This design comes from an exercise in tuning for small area on the open sky130 flow, not from production work. At most, simulation tests tie the RTL to the original design; equivalence was not proved. No activity file was given, so power comes from the tool's default toggle rates.

trial 24:
==> flow/design.v <==
package tfe_pkg;
  localparam int unsigned TUPLE_W     = 104;
  localparam int unsigned FEAT_W      = 256;
  localparam int unsigned HASH_W      = 16;
  localparam int unsigned TFE_LAT_DEF = 4;
  localparam int unsigned GAP_W       = 4;
  typedef enum logic {
    IDLE = 1'b0,
    GAP  = 1'b1
  } state_t;
  typedef struct packed {
    logic [TUPLE_W-1:0] tuple;
    logic [FEAT_W-1:0]  feature;
  } pkt_t;
endpackage
module tfe_rr_arbiter #(
  parameter int unsigned N     = 4,
  parameter int unsigned IDX_W = 2
) (
  input  logic [N-1:0]     req,
  input  logic [IDX_W-1:0] ptr,
  input  logic             en,
  output logic [N-1:0]     sel,
  output logic [N-1:0]     grant,
  output logic [IDX_W-1:0] grant_idx
);
  logic [N-1:0] sel_k [N];
  always_comb begin
    for (int unsigned k = 0; k < N; k++) begin
      for (int unsigned i = 0; i < N; i++) begin
        sel_k[k][i] = req[i];
        for (int unsigned d = 1; d < N; d++) begin
          if (((k + d) % N) != i && d < ((i + N - k - 1) % N) + 1)
            sel_k[k][i] = sel_k[k][i] & ~req[(k + d) % N];
        end
      end
    end
    sel = sel_k[ptr];
    grant_idx = '0;
    for (int unsigned i = 0; i < N; i++) if (sel[i]) grant_idx = grant_idx | IDX_W'(i);
  end
  assign grant = en ? sel : '0;
endmodule
module tfe_pkt_mux #(
  parameter int unsigned N = 4,
  parameter int unsigned W = 360
) (
  input  logic [N*W-1:0] in,
  input  logic [N-1:0]   sel_n,
  output logic [W-1:0]   out
);
  always_comb begin
    out = '1;
    for (int unsigned p = 0; p < N; p++) out = out & (in[p*W +: W] | {W{sel_n[p]}});
  end
endmodule
module tfe_ingress_sched #(
  parameter int unsigned NUM_PORTS = 4,
  parameter int unsigned PORT_W    = 2,
  parameter int unsigned TFE_LAT   = tfe_pkg::TFE_LAT_DEF,
  parameter int unsigned ISSUE_GAP = 0,
  parameter int unsigned CNT_W     = 4
) (
  input  logic                           clk,
  input  logic                           rst_n,
  input  logic                           en,
  input  logic                           stall,
  input  logic [NUM_PORTS-1:0]           req_valid,
  input  logic [NUM_PORTS*tfe_pkg::TUPLE_W-1:0]   req_tuple,
  input  logic [NUM_PORTS*tfe_pkg::FEAT_W-1:0]    req_feature,
  output logic [NUM_PORTS-1:0]           req_ready,
  output logic [tfe_pkg::TUPLE_W-1:0]             tfe_ip_tuple,
  output logic [tfe_pkg::FEAT_W-1:0]              tfe_raw_feature,
  output logic                           tfe_ip_valid,
  output logic [PORT_W-1:0]              tag_port,
  output logic                           tag_valid,
  output logic [CNT_W-1:0]               in_flight
);
  localparam int unsigned PW = tfe_pkg::TUPLE_W + tfe_pkg::FEAT_W;
  logic [PORT_W-1:0]    rr_ptr;
  logic [PORT_W-1:0]    grant_idx;
  logic [NUM_PORTS-1:0] grant;
  logic [NUM_PORTS-1:0] sel;
  logic [NUM_PORTS-1:0] sel_n;
  logic                 transfer_c;
  logic [PW-1:0]        pkt [NUM_PORTS];
  logic [PW-1:0]        pkt_sel;
  logic                 tag_v_q [TFE_LAT];
  logic [PORT_W-1:0]    tag_p_q [TFE_LAT];
  tfe_rr_arbiter #(
    .N     (NUM_PORTS),
    .IDX_W (PORT_W)
  ) u_arb (
    .req       (req_valid),
    .ptr       (rr_ptr),
    .en        (en & ~stall),
    .sel       (sel),
    .grant     (grant),
    .grant_idx (grant_idx)
  );
  assign req_ready  = grant;
  assign transfer_c = |grant;
  assign sel_n      = ~sel;
  always_comb begin
    for (int unsigned p = 0; p < NUM_PORTS; p++)
      pkt[p] = {req_tuple[p*tfe_pkg::TUPLE_W +: tfe_pkg::TUPLE_W],
                req_feature[p*tfe_pkg::FEAT_W +: tfe_pkg::FEAT_W]};
  end
  tfe_pkt_mux #(
    .N (NUM_PORTS),
    .W (PW)
  ) u_mux (
    .in    ({pkt[3], pkt[2], pkt[1], pkt[0]}),
    .sel_n (sel_n),
    .out   (pkt_sel)
  );
  always_ff @(posedge clk or negedge rst_n) begin
    if (!rst_n) begin
      rr_ptr       <= PORT_W'(NUM_PORTS - 1);
      tfe_ip_valid <= 1'b0;
    end else begin
      tfe_ip_valid <= transfer_c;
      if (transfer_c) rr_ptr <= grant_idx;
    end
  end
  always_ff @(posedge clk) begin
    {tfe_ip_tuple, tfe_raw_feature} <= pkt_sel;
  end
  always_ff @(posedge clk or negedge rst_n) begin
    if (!rst_n) begin
      for (int unsigned i = 0; i < TFE_LAT; i++) tag_v_q[i] <= 1'b0;
    end else begin
      tag_v_q[0] <= tfe_ip_valid;
      for (int unsigned i = 1; i < TFE_LAT; i++) tag_v_q[i] <= tag_v_q[i-1];
    end
  end
  always_ff @(posedge clk) begin
    tag_p_q[0] <= rr_ptr;
    for (int unsigned i = 1; i < TFE_LAT; i++) tag_p_q[i] <= tag_p_q[i-1];
  end
  assign tag_valid = tag_v_q[TFE_LAT-1];
  assign tag_port  = tag_p_q[TFE_LAT-1];
  always_comb begin
    in_flight = '0;
    for (int unsigned i = 0; i < TFE_LAT; i++) in_flight = in_flight + CNT_W'(tag_v_q[i]);
  end
endmodule
clock: 5.0 ns
lec_check: 0
cap_margin: 10
core_area: 5 5 395 395
die_area: 0 0 400 400
place_density: 0.8
slew_margin: 10
synth_hierarchical: 1
standard.sh (not shown) runs the stock make flow with config.mk's settings and CLKGATE_MAP_FILE= SYNTH_SCRIPT=/design/flow/synth_recipe.tcl, a recipe that flattens the netlist after the stock synthesis.
==> flow/flow/run.sh <==
#!/bin/bash
# Standard ORFS layout, with:
# - port buffers made from the smallest buffer cell (buf_1) instead of the cell
#   buffer_ports picks by default;
# - vertical IO pins on met2 and met4 so that the die can be small;
# - a clock tree of clkbuf_8 with larger sink clusters and no dummy loads.
set -euo pipefail
export BUFFER_PORTS_ARGS="-inputs -outputs -buffer_cell sky130_fd_sc_hd__buf_1"
export IO_PLACER_V="met2 met4"
export CTS_ARGS="-sink_clustering_enable -repair_clock_nets -dont_use_dummy_load -sink_clustering_size 16 -sink_clustering_max_diameter 80 -buf_list {sky130_fd_sc_hd__clkbuf_8}"
bash standard.sh > standard_make.log 2>&1
The following lists how trial 2 was set up differently from trial 24:
- CORE_AREA changed from 5 5 395 395 to 5 5 415 415
- CAP_MARGIN changed from 10 to 20
- SLEW_MARGIN changed from 10 to 20
- DIE_AREA changed from 0 0 400 400 to 0 0 420 420
- PLACE_DENSITY removed (was 0.8)
diff --git a/flow/flow/run.sh b/flow/flow/run.sh
--- a/flow/flow/run.sh
+++ b/flow/flow/run.sh
@@ -9,3 +9,3 @@
 export IO_PLACER_V="met2 met4"
-export CTS_ARGS="-sink_clustering_enable -repair_clock_nets -dont_use_dummy_load -sink_clustering_size 16 -sink_clustering_max_diameter 80 -buf_list {sky130_fd_sc_hd__clkbuf_8}"
+export CTS_ARGS="-sink_clustering_enable -repair_clock_nets -dont_use_dummy_load -sink_clustering_size 12 -sink_clustering_max_diameter 100 -buf_list {sky130_fd_sc_hd__clkbuf_8}"
 bash standard.sh > standard_make.log 2>&1
[summary]
- [diff] aggregate routed wire length, trial 2 relative to trial 24: regression
- Compared with trial 24, trial 2 shows peak clock frequency supported by timing higher by 3.0 MHz.
- Measured against each other, trial 2 and trial 24 differ in total track usage, the higher figure coming from trial 24.
- Per the comparison of trial 2 with trial 24, maximum resistive drop on vdd lost about 20%; combinational fraction of design power lost 2.2 points; maximum number of pins on one net before global-route repair picked up an extra 7; non-clock buffer count picked up an extra 0.43%.
- Between trial 2 and trial 24, the net count of the finished layout does not differ in any meaningful way.
No run of this note included a check of the RTL's function; only the layout flow was run.

========
tfe_ingress_sched, a different RTL version from the one above (not shown whole).
For scale: roughly 1700 cells after synthesis, roughly 380 flip-flops, roughly 1800 I/O pins, about 15000 sq um of cells after synthesis.
## tfe_ingress_sched
module tfe_ingress_sched #(
  parameter int unsigned NUM_PORTS = 4,
  parameter int unsigned PORT_W    = 2,
  parameter int unsigned TFE_LAT   = tfe_pkg::TFE_LAT_DEF,
  parameter int unsigned ISSUE_GAP = 0,
  parameter int unsigned CNT_W     = 4
) (
  input  logic                           clk,
  input  logic                           rst_n,
  input  logic                           en,
  input  logic                           stall,
  input  logic [NUM_PORTS-1:0]           req_valid,
  input  logic [NUM_PORTS*tfe_pkg::TUPLE_W-1:0]   req_tuple,
  input  logic [NUM_PORTS*tfe_pkg::FEAT_W-1:0]    req_feature,
  output logic [NUM_PORTS-1:0]           req_ready,
  output logic [tfe_pkg::TUPLE_W-1:0]             tfe_ip_tuple,
  output logic [tfe_pkg::FEAT_W-1:0]              tfe_raw_feature,
  output logic                           tfe_ip_valid,
  output logic [PORT_W-1:0]              tag_port,
  output logic                           tag_valid,
  output logic [CNT_W-1:0]               in_flight
);
  localparam int unsigned PW = tfe_pkg::TUPLE_W + tfe_pkg::FEAT_W;
  logic [PORT_W-1:0]    rr_ptr;
  logic [PORT_W-1:0]    grant_idx;
  logic [NUM_PORTS-1:0] grant;
  logic [NUM_PORTS-1:0] sel;
  logic [NUM_PORTS-1:0] sel_n;
  logic                 transfer_c;
  logic [PW-1:0]        pkt [NUM_PORTS];
  logic [PW-1:0]        pkt_sel;
  logic                 tag_v_q [TFE_LAT];
  logic [PORT_W-1:0]    tag_p_q [TFE_LAT];
  tfe_rr_arbiter #(
    .N     (NUM_PORTS),
    .IDX_W (PORT_W)
  ) u_arb (
    .req       (req_valid),
    .ptr       (rr_ptr),
    .en        (en & ~stall),
    .sel       (sel),
    .grant     (grant),
    .grant_idx (grant_idx)
  );
  assign req_ready  = grant;
  assign transfer_c = |grant;
  assign sel_n      = ~sel;
  always_comb begin
    pkt_sel = '1;
    for (int unsigned p = 0; p < NUM_PORTS; p++) begin
      pkt[p]  = {req_tuple[p*tfe_pkg::TUPLE_W +: tfe_pkg::TUPLE_W],
                 req_feature[p*tfe_pkg::FEAT_W +: tfe_pkg::FEAT_W]};
      pkt_sel = pkt_sel & (pkt[p] | {PW{sel_n[p]}});
    end
  end
  always_ff @(posedge clk or negedge rst_n) begin
    if (!rst_n) begin
      rr_ptr       <= PORT_W'(NUM_PORTS - 1);
      tfe_ip_valid <= 1'b0;
    end else begin
      tfe_ip_valid <= transfer_c;
  ...
Settings: LEC_CHECK=0, CAP_MARGIN=20, CORE_AREA=10 10 630 630, CTS_BUF_LIST=sky130_fd_sc_hd__clkbuf_4 sky130_fd_sc_hd__clkbuf_8, DIE_AREA=0 0 640 640, SLEW_MARGIN=20; clock period 5.0 ns.
==> flow/flow/run.sh <==
#!/bin/bash
# Standard ORFS layout, with the port buffers made from the smallest buffer cell
# (buf_1) instead of the cell buffer_ports picks by default.
set -euo pipefail
export BUFFER_PORTS_ARGS="-inputs -outputs -buffer_cell sky130_fd_sc_hd__buf_1"
bash standard.sh > standard_make.log 2>&1
Change:
Settings changed: CTS_BUF_LIST sky130_fd_sc_hd__clkbuf_4 sky130_fd_sc_hd__clkbuf_8 to default.
What happened: Total power came out lower by about 1%. Cell count fell by 0.63%. Cell area goes down by about 0.6%. Clock power falls by about 4%. Setup slack gets better by 0.045 ns. Die area is unchanged. Fmax goes up by about 1%. Sequential share of layout area rises by 0.16 points. Clock skew drops by 0.052 ns. Via count drops by about 1.2%.
No run of this note included a check of the RTL's function; only the layout flow was run.

========
tfe_ingress_sched, a different RTL version from the one above (not shown whole).
For scale: ~1700 cells after synthesis, roughly 380 flip-flops, about 1800 I/O pins.
// tfe_ingress_sched
module tfe_ingress_sched #(
  parameter int unsigned NUM_PORTS = 4,
  parameter int unsigned PORT_W    = 2,
  parameter int unsigned TFE_LAT   = tfe_pkg::TFE_LAT_DEF,
  parameter int unsigned ISSUE_GAP = 0,
  parameter int unsigned CNT_W     = 4
) (
  input  logic                           clk,
  input  logic                           rst_n,
  input  logic                           en,
  input  logic                           stall,
  input  logic [NUM_PORTS-1:0]           req_valid,
  input  logic [NUM_PORTS*tfe_pkg::TUPLE_W-1:0]   req_tuple,
  input  logic [NUM_PORTS*tfe_pkg::FEAT_W-1:0]    req_feature,
  output logic [NUM_PORTS-1:0]           req_ready,
  output logic [tfe_pkg::TUPLE_W-1:0]             tfe_ip_tuple,
  output logic [tfe_pkg::FEAT_W-1:0]              tfe_raw_feature,
  output logic                           tfe_ip_valid,
  output logic [PORT_W-1:0]              tag_port,
  output logic                           tag_valid,
  output logic [CNT_W-1:0]               in_flight
);
Settings: LEC_CHECK=0, CAP_MARGIN=10, CORE_AREA=5 5 415 415, DIE_AREA=0 0 420 420, PLACE_DENSITY=0.8, SLEW_MARGIN=10, SYNTH_HIERARCHICAL=1; clock period 5.0 ns.
==> flow/flow/run.sh <==
#!/bin/bash
# Standard ORFS layout, with:
# - port buffers made from the smallest buffer cell (buf_1) instead of the cell
#   buffer_ports picks by default;
# - vertical IO pins on met2 and met4 so that the die can be small;
# - a clock tree of clkbuf_8 with larger sink clusters and no dummy loads.
set -euo pipefail
export BUFFER_PORTS_ARGS="-inputs -outputs -buffer_cell sky130_fd_sc_hd__buf_1"
export IO_PLACER_V="met2 met4"
export CTS_ARGS="-sink_clustering_enable -repair_clock_nets -dont_use_dummy_load -sink_clustering_size 12 -sink_clustering_max_diameter 100 -buf_list {sky130_fd_sc_hd__clkbuf_8}"
bash standard.sh > standard_make.log 2>&1
The baseline finished with timing, DRC and antenna clean.
Then changed:
Settings changed: CAP_MARGIN 10 to 20, PLACE_DENSITY 0.8 to not set, SLEW_MARGIN 10 to 20.
What happened: Power climbs by 2.9%. Cell count climbs by 1.9%. Routed wire length climbs by 13%. Via count barely changes. Register-to-register slack is worse by 120 ps. Synthesized area is unchanged.
Then changed:
==> flow/flow/run.sh (replaced) <==
#!/bin/bash
# Standard ORFS layout, with the port buffers made from the smallest buffer cell
# (buf_1) instead of the cell buffer_ports picks by default, and vertical IO pins
# on met2 and met4 so that the die can be small.
set -euo pipefail
export BUFFER_PORTS_ARGS="-inputs -outputs -buffer_cell sky130_fd_sc_hd__buf_1"
export IO_PLACER_V="met2 met4"
bash standard.sh > standard_make.log 2>&1
Outcome:
- count of clock-buffer cells in the layout rose by 37
- wire length is about the same
- global-route usage stays flat
- setup slack is better by 100 ps
- final area increases by 4.7%
- hold slack improves by 120 ps
- combinational power barely changes

[re-timing with driven ports]
How much do the figures lean on ideal ports? The routed layouts below were timed once more, with nothing changed but the port constraints.
Step 1: set_driving_cell puts a clkbuf_16 on clk and a buf_2 on each other input, an assumption about the parent block.
Step 2 also shifts input and output timing later by t, the mid clock arrival at the registers, as if the neighbouring blocks saw the same clock.
Three values: ideal ports, drivers, drivers and shift; two values: the first two.
| run | shift t [ns] | slack for setup (ns) | worst setup path after step 2 | worst slew at a driven data input, ns | pins driven straight from the clock port |
|---|---|---|---|---|---|
| trial 24 | 0.748 | 1.499 / 1.440 / 1.441 | input to register | 0.42 | 1 |
| trial 2 | 0.785 | 1.535 / 1.455 / 1.316 | input to register | 0.43 | 1 |
| the first run of note 2 | 0.985 | 0.248 / 0.155 / 0.237 | input to register | 0.66 | 1 |
| the second run of note 2 | 0.851 | 0.293 / 0.216 / 0.379 | input to register | 0.64 | 1 |
| the first run of note 3 | 0.798 | 1.587 / 1.510 / 1.326 | input to register | 0.50 | 1 |
| the second run of note 3 | 0.788 | 1.444 / 1.384 / 1.180 | input to register | 0.38 | 1 |
| the third run of note 3 | 0.728 | 1.544 / 1.480 / 1.130 | input to register | 0.40 | 1 |
After both steps setup and hold are still met in every run listed. For the third run of note 3, which loses most, drivers alone change the setup slack by -0.064 ns; drivers and shift together by -0.414 ns.
